This is an optimization exercise on Yosys and OpenROAD, whose aim is small area, a short achievable clock period and few clock cycles per item, not a production implementation. Where RTL was checked, it was by simulation tests only, not by an equivalence proof against the original. No activity file was given, so power comes from the tool's default toggle rates.

== v6 ==
==> flow/design.v <==
package wavp_pkg;
    localparam logic [3:0] ChunkLimitReset = 4'd10;
    localparam logic [2:0] StHeader      = 3'd0;
    localparam logic [2:0] StPayload     = 3'd1;
    localparam logic [2:0] StDone        = 3'd2;
    localparam logic [2:0] StBadRiff     = 3'd3;
    localparam logic [2:0] StBadWave     = 3'd4;
    localparam logic [2:0] StBadChannels = 3'd5;
    localparam logic [2:0] StNoData      = 3'd6;
    localparam logic [2:0] StTruncated   = 3'd7;
endpackage
import wavp_pkg::*;
module wav_header_chunk_parser (
    input  logic        clk,
    input  logic        rst_n,
    input  logic        in_valid,
    output logic        in_stall,
    input  logic [7:0]  byte_value,
    input  logic        end_of_file,
    input  logic        cfg_valid,
    output logic        cfg_ready,
    input  logic [3:0]  cfg_data,
    output logic        out_valid,
    input  logic        out_stall,
    output logic        payload_valid,
    output logic [7:0]  payload_byte,
    output logic        payload_last,
    output logic [15:0] audio_format,
    output logic [15:0] num_channels,
    output logic [31:0] sample_freq,
    output logic [15:0] bits_per_sample,
    output logic [31:0] payload_size,
    output logic [2:0]  status
);
    logic [5:0]  pos_q;              
    logic        first_q;            
    logic        ph_h, ph_w, ph_p;   
    logic [2:0]  st_q;               
    logic [15:0] fmt_q, ch_q, bits_q;
    logic [31:0] rate_q, psize_q;
    logic [31:0] cnt_q;              
    logic [2:0]  hc_q;               
    logic        skip_q;             
    logic        match_q;            
    logic [3:0]  chunks_q;
    logic [3:0]  limit_q;
    logic        ov_q, pv_q, pl_q;
    logic [7:0]  pb_q;
    logic [5:0]  pos_n;
    logic [2:0]  st_n;
    logic        phh_n, phw_n, php_n;
    logic [2:0]  hc_n;
    logic        skip_n, match_n;
    logic [3:0]  chunks_n;
    logic        pv_n, pl_n;
    logic        hold, acc, take, src_eof;
    logic        a_v, a_eof, b_v, b_eof;
    logic [7:0]  a_d, b_d;
    logic        live, chk;
    logic [7:0]  d;
    logic [31:0] size;
    logic [31:0] cnt_dec;
    logic [3:0]  cz_q;               
    logic [3:0]  cz_n, brw;
    logic [3:0]  chunks_dec;
    logic [7:0]  in_d;
    logic        in_eof;
    logic        a_z;
    logic [3:0]  a_c, in_c;
    localparam logic [3:0] CNone = 4'd0, CR = 4'd1, CI = 4'd2, CF = 4'd3, CW = 4'd4,
                           CA = 4'd5, CV = 4'd6, CE = 4'd7, Cd = 4'd8, Ca = 4'd9, Ct = 4'd10;
    logic        hdr_eq, id_eq;
    logic        p3, p11, p23, w7;
    logic        w7_q;                  
    logic        ch0_q, ch1_q;          
    logic        hdr_ok, id_ok;
    logic        cnt_one, size_zero;
    logic        cnt_one_q;
    logic        cnt_count, cnt_load, psize_load;
    assign hold      = ov_q & out_stall;
    assign in_stall  = b_v;
    assign take      = in_valid & ~b_v;
    assign acc       = a_v & ~hold;
    assign d         = a_d;
    assign in_d      = b_v ? b_d : byte_value;
    assign in_eof    = b_v ? b_eof : end_of_file;
    always_comb
    begin
        case (in_d)
            8'h52:   in_c = CR;
            8'h49:   in_c = CI;
            8'h46:   in_c = CF;
            8'h57:   in_c = CW;
            8'h41:   in_c = CA;
            8'h56:   in_c = CV;
            8'h45:   in_c = CE;
            8'h64:   in_c = Cd;
            8'h61:   in_c = Ca;
            8'h74:   in_c = Ct;
            default: in_c = CNone;
        endcase
    end
    assign src_eof   = a_eof;
    assign cfg_ready = 1'b1;
    assign p3         = (pos_q == 6'd3);
    assign p11        = (pos_q == 6'd11);
    assign p23        = (pos_q == 6'd23);
    assign w7         = w7_q && ph_w;
    assign live       = ph_h || ph_w || ph_p || (st_q == StDone);
    assign size       = {d, cnt_q[31:8]};
    assign brw = {cz_q[2] & cz_q[1] & cz_q[0], cz_q[1] & cz_q[0], cz_q[0], 1'b1};
    always_comb
    begin
        for (int k = 0; k < 4; k++)
        begin
            cnt_dec[8*k +: 8] = brw[k] ? cnt_q[8*k +: 8] - 8'd1 : cnt_q[8*k +: 8];
            cz_n[k]           = brw[k] ? (cnt_q[8*k +: 8] == 8'd1) : cz_q[k];
        end
    end
    assign chunks_dec = chunks_q - 1'b1;
    assign cnt_one    = cnt_one_q;
    assign size_zero  = a_z && (cz_q[3:1] == 3'b111);
    always_comb
    begin
        case (pos_q[1:0])
            2'd0:    hdr_eq = (a_c == (pos_q[3] ? CW : CR));
            2'd1:    hdr_eq = (a_c == (pos_q[3] ? CA : CI));
            2'd2:    hdr_eq = (a_c == (pos_q[3] ? CV : CF));
            default: hdr_eq = (a_c == (pos_q[3] ? CE : CF));
        endcase
        case (hc_q[1:0])
            2'd0:    id_eq = (a_c == Cd);
            2'd1:    id_eq = (a_c == Ca);
            2'd2:    id_eq = (a_c == Ct);
            default: id_eq = (a_c == Ca);
        endcase
    end
    assign hdr_ok = hdr_eq && (pos_q[1:0] == 2'd0 || match_q);
    assign id_ok  = id_eq && (hc_q[1:0] == 2'd0 || match_q);
    assign cnt_count  = ph_p || (ph_w && skip_q);
    assign cnt_load   = cnt_count || (ph_w && hc_q[2]);
    assign psize_load = w7 && !ch0_q && match_q;
    always_comb
    begin
        phh_n    = ph_h;
        phw_n    = ph_w;
        php_n    = ph_p;
        st_n     = st_q;
        hc_n     = hc_q;
        skip_n   = skip_q;
        match_n  = match_q;
        chunks_n = chunks_q;
        pv_n     = 1'b0;
        pl_n     = 1'b0;
        chk = live && p23
              && !(a_z && (ch_q[7:0] == 8'd1 || ch_q[7:0] == 8'd2));
        if (chk)
        begin
            phh_n = 1'b0;
            phw_n = 1'b0;
            php_n = 1'b0;
            st_n  = StBadChannels;
        end
        else if (ph_h)
        begin
            st_n    = StHeader;
            match_n = hdr_ok;
            if (p3 && !hdr_ok)
            begin
                phh_n = 1'b0;
                st_n  = StBadRiff;
            end
            else if (p11)
            begin
                phh_n = 1'b0;
                if (!hdr_ok)
                    st_n = StBadWave;
                else
                begin
                    phw_n    = 1'b1;
                    hc_n     = 3'd0;
                    skip_n   = 1'b0;
                    chunks_n = limit_q;
                end
            end
        end
        else if (ph_w)
        begin
            st_n = StHeader;
            if (skip_q)
                skip_n = !cnt_one;
            else
            begin
                hc_n = hc_q + 1'b1;
                if (!hc_q[2])
                    match_n = id_ok;
                else if (w7)
                begin
                    if (ch0_q)
                    begin
                        phw_n = 1'b0;
                        st_n  = StNoData;
                    end
                    else if (match_q)
                    begin
                        phw_n = 1'b0;
                        php_n = !size_zero;
                        st_n  = size_zero ? StDone : StPayload;
                    end
                    else
                    begin
                        chunks_n = chunks_dec;
                        skip_n   = !size_zero;
                        if (ch1_q)
                        begin
                            phw_n = 1'b0;
                            st_n  = StNoData;
                        end
                    end
                end
            end
        end
        else if (ph_p)
        begin
            pv_n = 1'b1;
            st_n = StPayload;
            if (cnt_one)
            begin
                php_n = 1'b0;
                pl_n  = 1'b1;
                st_n  = StDone;
            end
        end
        if (src_eof)
        begin
            if (phh_n || php_n)
                st_n = StTruncated;
            else if (phw_n)
                st_n = StNoData;
            phh_n = 1'b1;
            phw_n = 1'b0;
            php_n = 1'b0;
        end
        if (src_eof)
            pos_n = 6'd0;
        else if (pos_q != 6'd36)
            pos_n = pos_q + 1'b1;
        else
            pos_n = pos_q;
    end
    always_ff @(posedge clk or negedge rst_n)
    begin
        if (!rst_n)
            limit_q <= ChunkLimitReset;
        else if (cfg_valid)
            limit_q <= cfg_data;
    end
    always_ff @(posedge clk or negedge rst_n)
    begin
        if (!rst_n)
        begin
            ov_q    <= 1'b0;
            a_v     <= 1'b0;
            b_v     <= 1'b0;
            pos_q   <= 6'd0;
            first_q <= 1'b1;
            ph_h    <= 1'b1;
            ph_w    <= 1'b0;
            ph_p    <= 1'b0;
        end
        else
        begin
            ov_q <= acc | hold;
            a_v  <= acc ? (b_v | take) : (a_v | take);
            b_v  <= b_v ? !acc : (take && a_v && !acc);
            if (acc)
            begin
                pos_q   <= pos_n;
                first_q <= src_eof;
                ph_h    <= phh_n;
                ph_w    <= phw_n;
                ph_p    <= php_n;
            end
        end
    end
    logic [7:0]  dcap;
    logic [9:0]  lane;
    logic [9:0]  lane_en;
    logic        psize_en, cnt_en;
    assign dcap = first_q ? 8'd0 : d;
    always_comb
    begin
        lane[0] = (pos_q == 6'd20);
        lane[1] = (pos_q == 6'd21);
        lane[2] = (pos_q == 6'd22);
        lane[3] = (pos_q == 6'd23);
        lane[4] = (pos_q == 6'd24);
        lane[5] = (pos_q == 6'd25);
        lane[6] = (pos_q == 6'd26);
        lane[7] = (pos_q == 6'd27);
        lane[8] = (pos_q == 6'd34);
        lane[9] = (pos_q == 6'd35);
        lane_en = acc ? (first_q ? 10'h3ff : (live ? lane : 10'd0)) : 10'd0;
    end
    always_ff @(posedge clk)
    begin
        if (lane_en[0]) fmt_q[7:0]    <= dcap;
        if (lane_en[1]) fmt_q[15:8]   <= dcap;
        if (lane_en[2]) ch_q[7:0]     <= dcap;
        if (lane_en[3]) ch_q[15:8]    <= dcap;
        if (lane_en[4]) rate_q[7:0]   <= dcap;
        if (lane_en[5]) rate_q[15:8]  <= dcap;
        if (lane_en[6]) rate_q[23:16] <= dcap;
        if (lane_en[7]) rate_q[31:24] <= dcap;
        if (lane_en[8]) bits_q[7:0]   <= dcap;
        if (lane_en[9]) bits_q[15:8]  <= dcap;
    end
    assign psize_en = acc && (first_q || psize_load);
    assign cnt_en   = acc && cnt_load;
    always_ff @(posedge clk)
    begin
        if (psize_en)
            psize_q <= first_q ? 32'd0 : size;
        if (cnt_en)
        begin
            cnt_q     <= cnt_count ? cnt_dec : size;
            cz_q      <= cnt_count ? cz_n : {a_z, cz_q[3:1]};
            cnt_one_q <= cnt_count ? (cz_q[3:1] == 3'b111 && cnt_q[7:0] == 8'd2)
                                   : (a_z && cz_q[3:2] == 2'b11 && cnt_q[15:8] == 8'd1);
        end
    end
    always_ff @(posedge clk)
    begin
        if (acc || !a_v)
        begin
            a_d   <= in_d;
            a_eof <= in_eof;
            a_z   <= (in_d == 8'h00);
            a_c   <= in_c;
        end
        if (!b_v)
        begin
            b_d   <= byte_value;
            b_eof <= end_of_file;
        end
    end
    always_ff @(posedge clk)
    begin
        if (acc)
        begin
            st_q     <= st_n;
            hc_q     <= hc_n;
            skip_q   <= skip_n;
            match_q  <= match_n;
            chunks_q <= chunks_n;
            ch0_q    <= (chunks_n == 4'd0);
            ch1_q    <= (chunks_n == 4'd1);
            w7_q     <= ph_w && !skip_q && (hc_q == 3'd6);
            pv_q     <= pv_n;
            pl_q     <= pl_n;
            pb_q     <= pv_n ? d : 8'd0;
        end
    end
    assign out_valid       = ov_q;
    assign payload_valid   = pv_q;
    assign payload_byte    = pb_q;
    assign payload_last    = pl_q;
    assign audio_format    = fmt_q;
    assign num_channels    = ch_q;
    assign sample_freq     = rate_q;
    assign bits_per_sample = bits_q;
    assign payload_size    = psize_q;
    assign status          = st_q;
endmodule
Settings: LEC_CHECK=0, ABC_AREA=1, CAP_MARGIN=20, CORE_MARGIN=2, CORE_UTILIZATION=55, CTS_CLUSTER_DIAMETER=100, CTS_CLUSTER_SIZE=25, SETUP_SLACK_MARGIN=3.3, SLEW_MARGIN=20; clock period 5.5 ns.
standard.sh (not shown) runs the stock make flow with config.mk's settings and CLKGATE_MAP_FILE= SYNTH_SCRIPT=/design/flow/synth_recipe.tcl, a recipe that flattens the netlist after the stock synthesis.
==> flow/flow/run.sh <==
#!/bin/bash
# Standard ORFS layout, except that the port buffers use a small buffer cell
# (buf_1) instead of the delay-buffer cell buffer_ports picks by default;
# repair_design / repair_timing still resize them where needed.
set -euo pipefail
export BUFFER_PORTS_ARGS="-buffer_cell sky130_fd_sc_hd__buf_1"
bash standard.sh > standard.log 2>&1
## Diff of input files: v7 against v6
diff --git a/flow/design.v b/flow/design.v
--- a/flow/design.v
+++ b/flow/design.v
@@ -31,12 +31,13 @@
     output logic [15:0] bits_per_sample,
     output logic [31:0] payload_size,
     output logic [2:0]  status
 );
     logic [5:0]  pos_q;              
     logic        first_q;            
+    assign first_q = (pos_q == 6'd0);
     logic        ph_h, ph_w, ph_p;   
     logic [2:0]  st_q;               
     logic [15:0] fmt_q, ch_q, bits_q;
     logic [31:0] rate_q, psize_q;
     logic [31:0] cnt_q;              
     logic [2:0]  hc_q;               
@@ -69,13 +70,12 @@
     logic [3:0]  a_c, in_c;
     localparam logic [3:0] CNone = 4'd0, CR = 4'd1, CI = 4'd2, CF = 4'd3, CW = 4'd4,
                            CA = 4'd5, CV = 4'd6, CE = 4'd7, Cd = 4'd8, Ca = 4'd9, Ct = 4'd10;
     logic        hdr_eq, id_eq;
     logic        p3, p11, p23, w7;
     logic        w7_q;                  
-    logic        ch0_q, ch1_q;          
     logic        hdr_ok, id_ok;
     logic        cnt_one, size_zero;
     logic        cnt_one_q;
     logic        cnt_count, cnt_load, psize_load;
     assign hold      = ov_q & out_stall;
     assign in_stall  = b_v;
@@ -136,13 +136,13 @@
         endcase
     end
     assign hdr_ok = hdr_eq && (pos_q[1:0] == 2'd0 || match_q);
     assign id_ok  = id_eq && (hc_q[1:0] == 2'd0 || match_q);
     assign cnt_count  = ph_p || (ph_w && skip_q);
     assign cnt_load   = cnt_count || (ph_w && hc_q[2]);
-    assign psize_load = w7 && !ch0_q && match_q;
+    assign psize_load = w7 && (chunks_q != 4'd0) && match_q;
     always_comb
     begin
         phh_n    = ph_h;
         phw_n    = ph_w;
         php_n    = ph_p;
         st_n     = st_q;
@@ -193,13 +193,13 @@
             begin
                 hc_n = hc_q + 1'b1;
                 if (!hc_q[2])
                     match_n = id_ok;
                 else if (w7)
                 begin
-                    if (ch0_q)
+                    if (chunks_q == 4'd0)
                     begin
                         phw_n = 1'b0;
                         st_n  = StNoData;
                     end
                     else if (match_q)
                     begin
@@ -208,13 +208,13 @@
                         st_n  = size_zero ? StDone : StPayload;
                     end
                     else
                     begin
                         chunks_n = chunks_dec;
                         skip_n   = !size_zero;
-                        if (ch1_q)
+                        if (chunks_q == 4'd1)
                         begin
                             phw_n = 1'b0;
                             st_n  = StNoData;
                         end
                     end
                 end
@@ -260,26 +260,24 @@
         if (!rst_n)
         begin
             ov_q    <= 1'b0;
             a_v     <= 1'b0;
             b_v     <= 1'b0;
             pos_q   <= 6'd0;
-            first_q <= 1'b1;
             ph_h    <= 1'b1;
             ph_w    <= 1'b0;
             ph_p    <= 1'b0;
         end
         else
         begin
             ov_q <= acc | hold;
             a_v  <= acc ? (b_v | take) : (a_v | take);
             b_v  <= b_v ? !acc : (take && a_v && !acc);
             if (acc)
             begin
                 pos_q   <= pos_n;
-                first_q <= src_eof;
                 ph_h    <= phh_n;
                 ph_w    <= phw_n;
                 ph_p    <= php_n;
             end
         end
     end
@@ -350,14 +348,12 @@
         begin
             st_q     <= st_n;
             hc_q     <= hc_n;
             skip_q   <= skip_n;
             match_q  <= match_n;
             chunks_q <= chunks_n;
-            ch0_q    <= (chunks_n == 4'd0);
-            ch1_q    <= (chunks_n == 4'd1);
             w7_q     <= ph_w && !skip_q && (hc_q == 3'd6);
             pv_q     <= pv_n;
             pl_q     <= pl_n;
             pb_q     <= pv_n ? d : 8'd0;
         end
     end
## What came out
Of the two values seen for startpoint-to-endpoint class of the critical path, primary input to register was produced by v6 and register to output port by v7. v6 → v7: number of buffer and inverter instances along the worst setup path shows a reduction of 2, count of plain and timing-repair buffers in the layout shows a reduction of 11, register bit total from synthesis shows a reduction of 3, highest ir drop seen on vdd shows a reduction of 5.0%, layout overhead on the synthesized area shows a reduction of 0.32 points. The global-route wire length before repair in v6 is 1.06 times that in v7.
No run of this note included a check of the RTL's function; only the layout flow was run.

* * *

Another version of the RTL of wav_header_chunk_parser (not shown whole).
For scale: about 830 cells after synthesis, ~150 I/O pins, roughly 0.0094 sq mm of cells after synthesis.
// wav_header_chunk_parser
module wav_header_chunk_parser (
    input  logic        clk,
    input  logic        rst_n,
    input  logic        in_valid,
    output logic        in_stall,
    input  logic [7:0]  byte_value,
    input  logic        end_of_file,
    input  logic        cfg_valid,
    output logic        cfg_ready,
    input  logic [3:0]  cfg_data,
    output logic        out_valid,
    input  logic        out_stall,
    output logic        payload_valid,
    output logic [7:0]  payload_byte,
    output logic        payload_last,
    output logic [15:0] audio_format,
    output logic [15:0] num_channels,
    output logic [31:0] sample_freq,
    output logic [15:0] bits_per_sample,
    output logic [31:0] payload_size,
    output logic [2:0]  status
);
clock: 5.5 ns
lec_check: 0
abc_area: 1
cap_margin: 20
core_margin: 2
core_utilization: 55
cts_cluster_diameter: 100
cts_cluster_size: 25
setup_slack_margin: 3.3
slew_margin: 20
Scripts as last shown in full above: flow/flow/run.sh
Testbench counts at the start, summed over its fixed seeds: cycles 34,680, items 34,664.
==> next run, changes <==
--- a/flow/design.v
+++ b/flow/design.v
@@ -64,14 +64,15 @@
     logic [3:0]  cz_n, brw;
     logic [3:0]  chunks_dec;
     logic [7:0]  in_d;
     logic        in_eof;
     logic        a_z, a_R, a_I, a_F, a_W, a_A, a_V, a_E, a_dd, a_a, a_t;
     logic        hdr_eq, id_eq;
     logic        p3, p11, p23, w7;
+    logic        p3_q, p11_q, p23_q;    
     logic        w7_q;                  
     logic        ch0_q, ch1_q;          
     logic        hdr_ok, id_ok;
     logic        cnt_one, size_zero;
     logic        cnt_one_q;
     logic        cnt_count, cnt_load, psize_load;
     assign hold      = ov_q & out_stall;
@@ -79,17 +80,17 @@
     assign take      = in_valid & ~b_v;
     assign acc       = a_v & ~hold;
     assign d         = a_d;
     assign in_d      = b_v ? b_d : byte_value;
     assign in_eof    = b_v ? b_eof : end_of_file;
     assign src_eof   = a_eof;
     assign cfg_ready = 1'b1;
-    assign p3         = (pos_q == 6'd3);
-    assign p11        = (pos_q == 6'd11);
-    assign p23        = (pos_q == 6'd23);
+    assign p3         = p3_q;
+    assign p11        = p11_q;
+    assign p23        = p23_q;
     assign w7         = w7_q && ph_w;
     assign live       = ph_h || ph_w || ph_p || (st_q == StDone);
     assign size       = {d, cnt_q[31:8]};
     assign brw = {cz_q[2] & cz_q[1] & cz_q[0], cz_q[1] & cz_q[0], cz_q[0], 1'b1};
     always_comb
     begin
         for (int k = 0; k < 4; k++)
@@ -241,25 +242,31 @@
         if (!rst_n)
         begin
             ov_q    <= 1'b0;
             a_v     <= 1'b0;
             b_v     <= 1'b0;
             pos_q   <= 6'd0;
             first_q <= 1'b1;
+            p3_q    <= 1'b0;
+            p11_q   <= 1'b0;
+            p23_q   <= 1'b0;
             ph_h    <= 1'b1;
             ph_w    <= 1'b0;
             ph_p    <= 1'b0;
         end
         else
         begin
             ov_q <= acc | hold;
             a_v  <= acc ? (b_v | take) : (a_v | take);
             b_v  <= b_v ? !acc : (take && a_v && !acc);
             if (acc)
             begin
+                p3_q    <= !src_eof && (pos_q == 6'd2);
+                p11_q   <= !src_eof && (pos_q == 6'd10);
+                p23_q   <= !src_eof && (pos_q == 6'd22);
                 pos_q   <= pos_n;
                 first_q <= src_eof;
                 ph_h    <= phh_n;
                 ph_w    <= phw_n;
                 ph_p    <= php_n;
             end
         end
What happened:
- core utilization decreases by 1.0 points
- via count went up by 2.1%
- area after synthesis goes up by 1.5%
- register-to-register slack hardly moves
- wire length rose by 6.2%
- final area climbs by 1.2%
- die area increases by about 1.4%
Testbench counts after the change, summed over its fixed seeds: cycles 34,680, items 34,664.

[re-timing with driven ports]
No port has a modelled driver above. Below, the same layouts with a new extraction and two added sets of constraints. Step 1 (the two cells are an assumption about what drives the block):
set clk [get_ports {clk}]
set_driving_cell -lib_cell sky130_fd_sc_hd__clkbuf_16 $clk
set_driving_cell -lib_cell sky130_fd_sc_hd__buf_2 [delete_from_list [all_inputs] $clk]
Step 2 moves the port delays by t, midway between the first and last clock arrival at a register: inputs arrive t later, outputs are due t later. That takes back most of the time a late clock gives input paths. a / b / c = ideal / step 1 / step 2; a / b = the first two.
run	t (ns)	slack for setup (ns)	hold WS [ns]	worst setup path after step 2	slew at the worst register clock pin (ns)
v6	0.498	3.321 / 3.302 / 2.840	0.475 / 0.475 / 0.475	input to register	0.10 / 0.10
v7	0.506	3.330 / 3.286 / 2.927	0.497 / 0.497 / 0.497	input to register	0.10 / 0.10
the first run of note 2	0.505	3.336 / 3.292 / 2.862	0.468 / 0.468 / 0.468	input to register	0.10 / 0.10
the second run of note 2	0.506	3.329 / 3.284 / 2.888	0.472 / 0.472 / 0.472	input to register	0.10 / 0.10
After both steps every run listed still meets setup and hold. For v6, which loses most, drivers alone change the setup slack by -0.019 ns; drivers and shift together by -0.481 ns.
